Source: an optimization exercise on an open RTL-to-GDS flow (aim: small area, a short achievable clock period and few clock cycles). Production flows keep margins and buffers that such runs may drop. Only simulation tests tie the RTL to the original design; equivalence was not proved.

==> flow/design.v <==
package queen_pkg;
    localparam int MAX_BOARD = 16;
    typedef logic [$clog2(MAX_BOARD)-1:0] coord_t;
    typedef logic [MAX_BOARD-1:0] row_mask_t;
    typedef enum logic [2:0] {
        S_IDLE  = 3'd0,
        S_LOAD  = 3'd1,
        S_BUILD = 3'd2,
        S_PLACE = 3'd3,
        S_BACK  = 3'd4,
        S_EMIT  = 3'd5
    } search_state_t;
endpackage
`timescale 1ns/100ps
module queen_input #(
    parameter int BOARD_N = 12
) (
    input  logic                 in_valid,
    input  queen_pkg::coord_t    col,
    input  logic                 idle,
    input  logic                 accepting,
    output logic                 first_beat,
    output logic [BOARD_N-1:0]   col_we
);
    logic wr_en;
    assign wr_en      = in_valid && accepting;
    assign first_beat = in_valid && idle;
    always_comb begin
        for (int c = 0; c < BOARD_N; c++) begin
            col_we[c] = wr_en && (col == queen_pkg::coord_t'(c));
        end
    end
endmodule
`timescale 1ns/100ps
module queen_attack #(
    parameter int BOARD_N = 12,
    parameter int DW      = 2 * BOARD_N - 1,
    parameter int KILL_D  = 2               
) (
    input  logic [BOARD_N-1:0]   rq,
    input  logic [DW-1:0]        pq,
    input  logic [DW-1:0]        qq,
    input  logic [BOARD_N-1:0]   chk,          
    input  queen_pkg::coord_t    start_q,
    output logic [BOARD_N-1:0]   cand,         
    output logic                 dead          
);
    logic [BOARD_N-1:0] fr [BOARD_N];    
    logic [BOARD_N-1:0] kill;            
    always_comb begin
        for (int d = 0; d < BOARD_N; d++) begin
            for (int r = 0; r < BOARD_N; r++) begin
                fr[d][r] = !(rq[r] || pq[(r - d + DW) % DW] || qq[(r + d) % DW]);
            end
        end
    end
    always_comb begin
        dead = 1'b0;
        for (int d = 1; d < BOARD_N; d++) begin
            if (chk[d] && !(|fr[d])) begin
                dead = 1'b1;
            end
        end
    end
    always_comb begin
        logic [BOARD_N-1:0] left;
        kill = '0;
        for (int r = 0; r < BOARD_N; r++) begin
            for (int d = 1; d <= KILL_D; d++) begin
                left = fr[d];
                left[r] = 1'b0;
                if (r - d >= 0)      left[r - d] = 1'b0;
                if (r + d < BOARD_N) left[r + d] = 1'b0;
                if (chk[d] && !(|left)) begin
                    kill[r] = 1'b1;
                end
            end
        end
    end
    always_comb begin
        for (int r = 0; r < BOARD_N; r++) begin
            cand[r] = fr[0][r] && !kill[r] && (queen_pkg::coord_t'(r) >= start_q);
        end
    end
endmodule
`timescale 1ns/100ps
module queen_search #(
    parameter int BOARD_N = 12,
    parameter int DW      = 2 * BOARD_N - 1
) (
    input  logic                     clk,
    input  logic                     rst_n,
    input  logic                     in_valid,
    input  queen_pkg::coord_t        row,
    input  logic                     first_beat,
    input  logic [BOARD_N-1:0]       col_we,
    input  logic [BOARD_N-1:0]       cand,
    input  logic                     dead,
    output logic                     idle,
    output logic                     accepting,
    output logic [BOARD_N-1:0]       rq,
    output logic [DW-1:0]            pq,
    output logic [DW-1:0]            qq,
    output logic [BOARD_N-1:0]       chk,
    output queen_pkg::coord_t        start_q,
    output logic                     busy_d,
    output logic                     emit_d,
    output logic                     nosol_d,
    output queen_pkg::coord_t        next_row
);
    queen_pkg::search_state_t state_q;
    queen_pkg::search_state_t state_d;
    queen_pkg::coord_t        rw_q [BOARD_N];
    logic [BOARD_N-1:0]       fx_q;
    logic [BOARD_N-1:0]       vr_q;
    logic                     searching;
    logic                     emit;
    logic                     cur_fixed;
    logic [BOARD_N-1:0]       pick_oh;
    queen_pkg::coord_t        pick_row;
    logic                     fail;
    logic                     fwd;
    logic                     back;
    logic                     build_step;
    logic                     place;
    queen_pkg::coord_t        prev_row;
    logic [BOARD_N-1:0]       prev_oh;
    logic                     prev_fixed;
    logic                     conflict;
    logic                     last_col;
    logic                     first_col;
    logic [DW-1:0]            pq_back;
    logic [DW-1:0]            qq_back;
    logic [DW-1:0]            prev_oh_w;
    logic [DW-1:0]            add_w;
    assign idle      = (state_q == queen_pkg::S_IDLE);
    assign accepting = idle || (state_q == queen_pkg::S_LOAD);
    assign emit      = (state_q == queen_pkg::S_EMIT);
    assign searching = (state_q == queen_pkg::S_PLACE) || (state_q == queen_pkg::S_BACK);
    assign cur_fixed = fx_q[0];
    assign last_col  = !vr_q[1];
    assign first_col = vr_q[BOARD_N - 1];
    assign chk       = vr_q & ~fx_q;
    always_comb begin
        pick_oh  = '0;
        pick_row = '0;
        for (int r = BOARD_N - 1; r >= 0; r--) begin
            if (cand[r]) begin
                pick_oh     = '0;
                pick_oh[r]  = 1'b1;
                pick_row    = queen_pkg::coord_t'(r);
            end
        end
    end
    assign fail       = (state_q == queen_pkg::S_BACK) || dead || (!cur_fixed && !(|cand));
    assign fwd        = (state_q == queen_pkg::S_PLACE) && !fail;
    assign place      = fwd && !cur_fixed;
    assign build_step = (state_q == queen_pkg::S_BUILD) ||
                        ((state_q == queen_pkg::S_LOAD) && !in_valid);
    assign back       = (searching && fail && !first_col) || build_step;
    assign prev_row   = rw_q[BOARD_N - 1];
    assign prev_fixed = fx_q[BOARD_N - 1];
    always_comb begin
        prev_oh = '0;
        for (int r = 0; r < BOARD_N; r++) begin
            prev_oh[r] = (prev_row == queen_pkg::coord_t'(r));
        end
    end
    assign prev_oh_w = DW'(prev_oh);
    assign add_w     = place ? DW'(pick_oh) : '0;
    assign pq_back  = {pq[0], pq[DW-1:1]};
    assign qq_back  = {qq[DW-2:0], qq[DW-1]};
    assign conflict = prev_fixed && (|(prev_oh & (rq | pq_back[BOARD_N-1:0] | qq_back[BOARD_N-1:0])));
    always_comb begin
        state_d = state_q;
        nosol_d = 1'b0;
        case (state_q)
            queen_pkg::S_IDLE: begin
                if (in_valid) begin
                    state_d = queen_pkg::S_LOAD;
                end
            end
            queen_pkg::S_LOAD: begin
                if (!in_valid) begin
                    state_d = queen_pkg::S_BUILD;
                end
            end
            queen_pkg::S_BUILD: begin
                if (conflict) begin
                    state_d = queen_pkg::S_IDLE;
                    nosol_d = 1'b1;
                end else if (vr_q[BOARD_N - 2]) begin
                    state_d = queen_pkg::S_PLACE;
                end
            end
            queen_pkg::S_PLACE, queen_pkg::S_BACK: begin
                if (fwd) begin
                    state_d = last_col ? queen_pkg::S_EMIT : queen_pkg::S_PLACE;
                end else if (first_col) begin
                    state_d = queen_pkg::S_IDLE;
                    nosol_d = 1'b1;
                end else begin
                    state_d = prev_fixed ? queen_pkg::S_BACK : queen_pkg::S_PLACE;
                end
            end
            queen_pkg::S_EMIT: begin
                if (vr_q[BOARD_N - 2]) begin
                    state_d = queen_pkg::S_IDLE;
                end
            end
            default: state_d = queen_pkg::S_IDLE;
        endcase
    end
    assign busy_d   = (state_d != queen_pkg::S_IDLE) || nosol_d;
    assign emit_d   = (state_d == queen_pkg::S_EMIT);
    assign next_row = rw_q[1];
    always_ff @(posedge clk or negedge rst_n) begin
        if (!rst_n) begin
            state_q <= queen_pkg::S_IDLE;
        end else begin
            state_q <= state_d;
        end
    end
    always_ff @(posedge clk) begin
        if (fwd) begin
            start_q <= '0;
        end else if (searching && !prev_fixed) begin
            start_q <= prev_row + queen_pkg::coord_t'(1);
        end else if (build_step) begin
            start_q <= '0;
        end
    end
    always_ff @(posedge clk) begin
        if (idle) begin
            vr_q <= '0;
        end else if (fwd) begin
            vr_q <= {1'b0, vr_q[BOARD_N-1:1]};
        end else if (back || emit) begin
            vr_q <= {vr_q[BOARD_N-2:0], 1'b1};
        end
    end
    always_ff @(posedge clk) begin
        if (idle) begin
            rq <= '0;
            pq <= '0;
            qq <= '0;
        end else if (fwd) begin
            rq <= rq | add_w[BOARD_N-1:0];
            pq <= {pq[DW-2:0] | add_w[DW-2:0], pq[DW-1] | add_w[DW-1]};
            qq <= {qq[0] | add_w[0], qq[DW-1:1] | add_w[DW-1:1]};
        end else if (back) begin
            if (build_step) begin
                if (prev_fixed) begin
                    rq <= rq | prev_oh;
                    pq <= pq_back | prev_oh_w;
                    qq <= qq_back | prev_oh_w;
                end else begin
                    pq <= pq_back;
                    qq <= qq_back;
                end
            end else begin
                if (!prev_fixed) begin
                    rq <= rq & ~prev_oh;
                    pq <= pq_back & ~prev_oh_w;
                    qq <= qq_back & ~prev_oh_w;
                end else begin
                    pq <= pq_back;
                    qq <= qq_back;
                end
            end
        end
    end
    always_ff @(posedge clk) begin
        if (accepting && in_valid) begin
            for (int c = 0; c < BOARD_N; c++) begin
                if (col_we[c]) begin
                    rw_q[c] <= row;
                    fx_q[c] <= 1'b1;
                end else if (first_beat) begin
                    fx_q[c] <= 1'b0;
                end
            end
        end else if (fwd || emit) begin
            for (int c = 0; c < BOARD_N - 1; c++) begin
                rw_q[c] <= rw_q[c + 1];
                fx_q[c] <= fx_q[c + 1];
            end
            rw_q[BOARD_N - 1] <= place ? pick_row : rw_q[0];
            fx_q[BOARD_N - 1] <= fx_q[0];
        end else if (back) begin
            for (int c = 1; c < BOARD_N; c++) begin
                rw_q[c] <= rw_q[c - 1];
                fx_q[c] <= fx_q[c - 1];
            end
            rw_q[0] <= rw_q[BOARD_N - 1];
            fx_q[0] <= fx_q[BOARD_N - 1];
        end
    end
endmodule
`timescale 1ns/100ps
module queen_output (
    input  logic                 clk,
    input  logic                 rst_n,
    input  logic                 busy_d,
    input  logic                 emit_d,
    input  logic                 nosol_d,
    input  queen_pkg::coord_t    next_row,
    output logic                 busy,
    output logic                 out_valid,
    output queen_pkg::coord_t    out,
    output logic                 no_solution
);
    always_ff @(posedge clk or negedge rst_n) begin
        if (!rst_n) begin
            busy        <= 1'b0;
            out_valid   <= 1'b0;
            out         <= '0;
            no_solution <= 1'b0;
        end else begin
            busy        <= busy_d;
            out_valid   <= emit_d;
            out         <= emit_d ? next_row : '0;
            no_solution <= nosol_d;
        end
    end
endmodule
`timescale 1ns/100ps
module queen_top #(
    parameter int BOARD_N = 12
) (
    input  logic   clk,
    input  logic   rst_n,
    input  logic   in_valid,
    input  queen_pkg::coord_t row,
    input  queen_pkg::coord_t col,
    output logic   busy,
    output logic   out_valid,
    output queen_pkg::coord_t out,
    output logic   no_solution
);
    localparam int DW = 2 * BOARD_N - 1;
    logic                 idle;
    logic                 accepting;
    logic                 first_beat;
    logic [BOARD_N-1:0]   col_we;
    logic [BOARD_N-1:0]   cand;
    logic                 dead;
    logic [BOARD_N-1:0]   rq;
    logic [DW-1:0]        pq;
    logic [DW-1:0]        qq;
    logic [BOARD_N-1:0]   chk;
    queen_pkg::coord_t    start_q;
    logic                 busy_d;
    logic                 emit_d;
    logic                 nosol_d;
    queen_pkg::coord_t    next_row;
    queen_input #(.BOARD_N(BOARD_N)) u_queen_input (
        .in_valid   (in_valid),
        .col        (col),
        .idle       (idle),
        .accepting  (accepting),
        .first_beat (first_beat),
        .col_we     (col_we)
    );
    queen_attack #(.BOARD_N(BOARD_N), .DW(DW)) u_queen_attack (
        .rq      (rq),
        .pq      (pq),
        .qq      (qq),
        .chk     (chk),
        .start_q (start_q),
        .cand    (cand),
        .dead    (dead)
    );
    queen_search #(.BOARD_N(BOARD_N), .DW(DW)) u_queen_search (
        .clk        (clk),
        .rst_n      (rst_n),
        .in_valid   (in_valid),
        .row        (row),
        .first_beat (first_beat),
        .col_we     (col_we),
        .cand       (cand),
        .dead       (dead),
        .idle       (idle),
        .accepting  (accepting),
        .rq         (rq),
        .pq         (pq),
        .qq         (qq),
        .chk        (chk),
        .start_q    (start_q),
        .busy_d     (busy_d),
        .emit_d     (emit_d),
        .nosol_d    (nosol_d),
        .next_row   (next_row)
    );
    queen_output u_queen_output (
        .clk         (clk),
        .rst_n       (rst_n),
        .busy_d      (busy_d),
        .emit_d      (emit_d),
        .nosol_d     (nosol_d),
        .next_row    (next_row),
        .busy        (busy),
        .out_valid   (out_valid),
        .out         (out),
        .no_solution (no_solution)
    );
endmodule
Settings: LEC_CHECK=0, ABC_AREA=1, CAP_MARGIN=20, CORE_MARGIN=2, CORE_UTILIZATION=40, SETUP_SLACK_MARGIN=5, SLEW_MARGIN=20; clock period 8.0 ns.
run.sh (not shown) runs the stock make flow with config.mk's settings and CLKGATE_MAP_FILE= SYNTH_SCRIPT=/design/flow/synth_recipe.tcl, a recipe that flattens the netlist after the stock synthesis.
Testbench counts at the start, summed over its fixed seeds: cycles 31,777.
Rerun with:
--- a/flow/design.v
+++ b/flow/design.v
@@ -33,11 +33,11 @@
 endmodule
 `timescale 1ns/100ps
 module queen_attack #(
     parameter int BOARD_N = 12,
     parameter int DW      = 2 * BOARD_N - 1,
-    parameter int KILL_D  = 2               
+    parameter int KILL_D  = 3               
 ) (
     input  logic [BOARD_N-1:0]   rq,
     input  logic [DW-1:0]        pq,
     input  logic [DW-1:0]        qq,
     input  logic [BOARD_N-1:0]   chk,          
What happened:
- The new run finished with timing, DRC and antenna clean
- synthesized area is higher by 7.8%
- via count went up by 9.7%
- critical path depth came out lower by 1
- final area increases by 8.5%
Testbench counts after the change, summed over its fixed seeds: cycles 29,213.

## port drivers added, routing unchanged
The flow's constraints put no driver on any port. The routed layouts listed below were extracted and timed again, unchanged, in two steps. Step 1, drivers: a clkbuf_16 drives clk and a buf_2 each remaining input, both assumed. Step 2 times the ports against the registers' clock, not the clock port: input delays grow and output delays shrink by t, the midpoint of the rising clock arrivals with the driver on. a / b / c = ideal ports / drivers / drivers and shift; a / b = the first two.
run | t, ns | setup slack, ns | latest minus earliest clock arrival (ns) | pins driven straight from the clock port
the first run | 0.500 | 4.926 / 4.926 / 4.786 | 0.024 / 0.024 | 1
the second run | 0.497 | 4.939 / 4.939 / 4.597 | 0.015 / 0.015 | 1
After both steps every run listed still meets setup and hold. The setup slack of the second run, which loses most, moves by 0.000 ns with the drivers and by -0.342 ns with both steps.
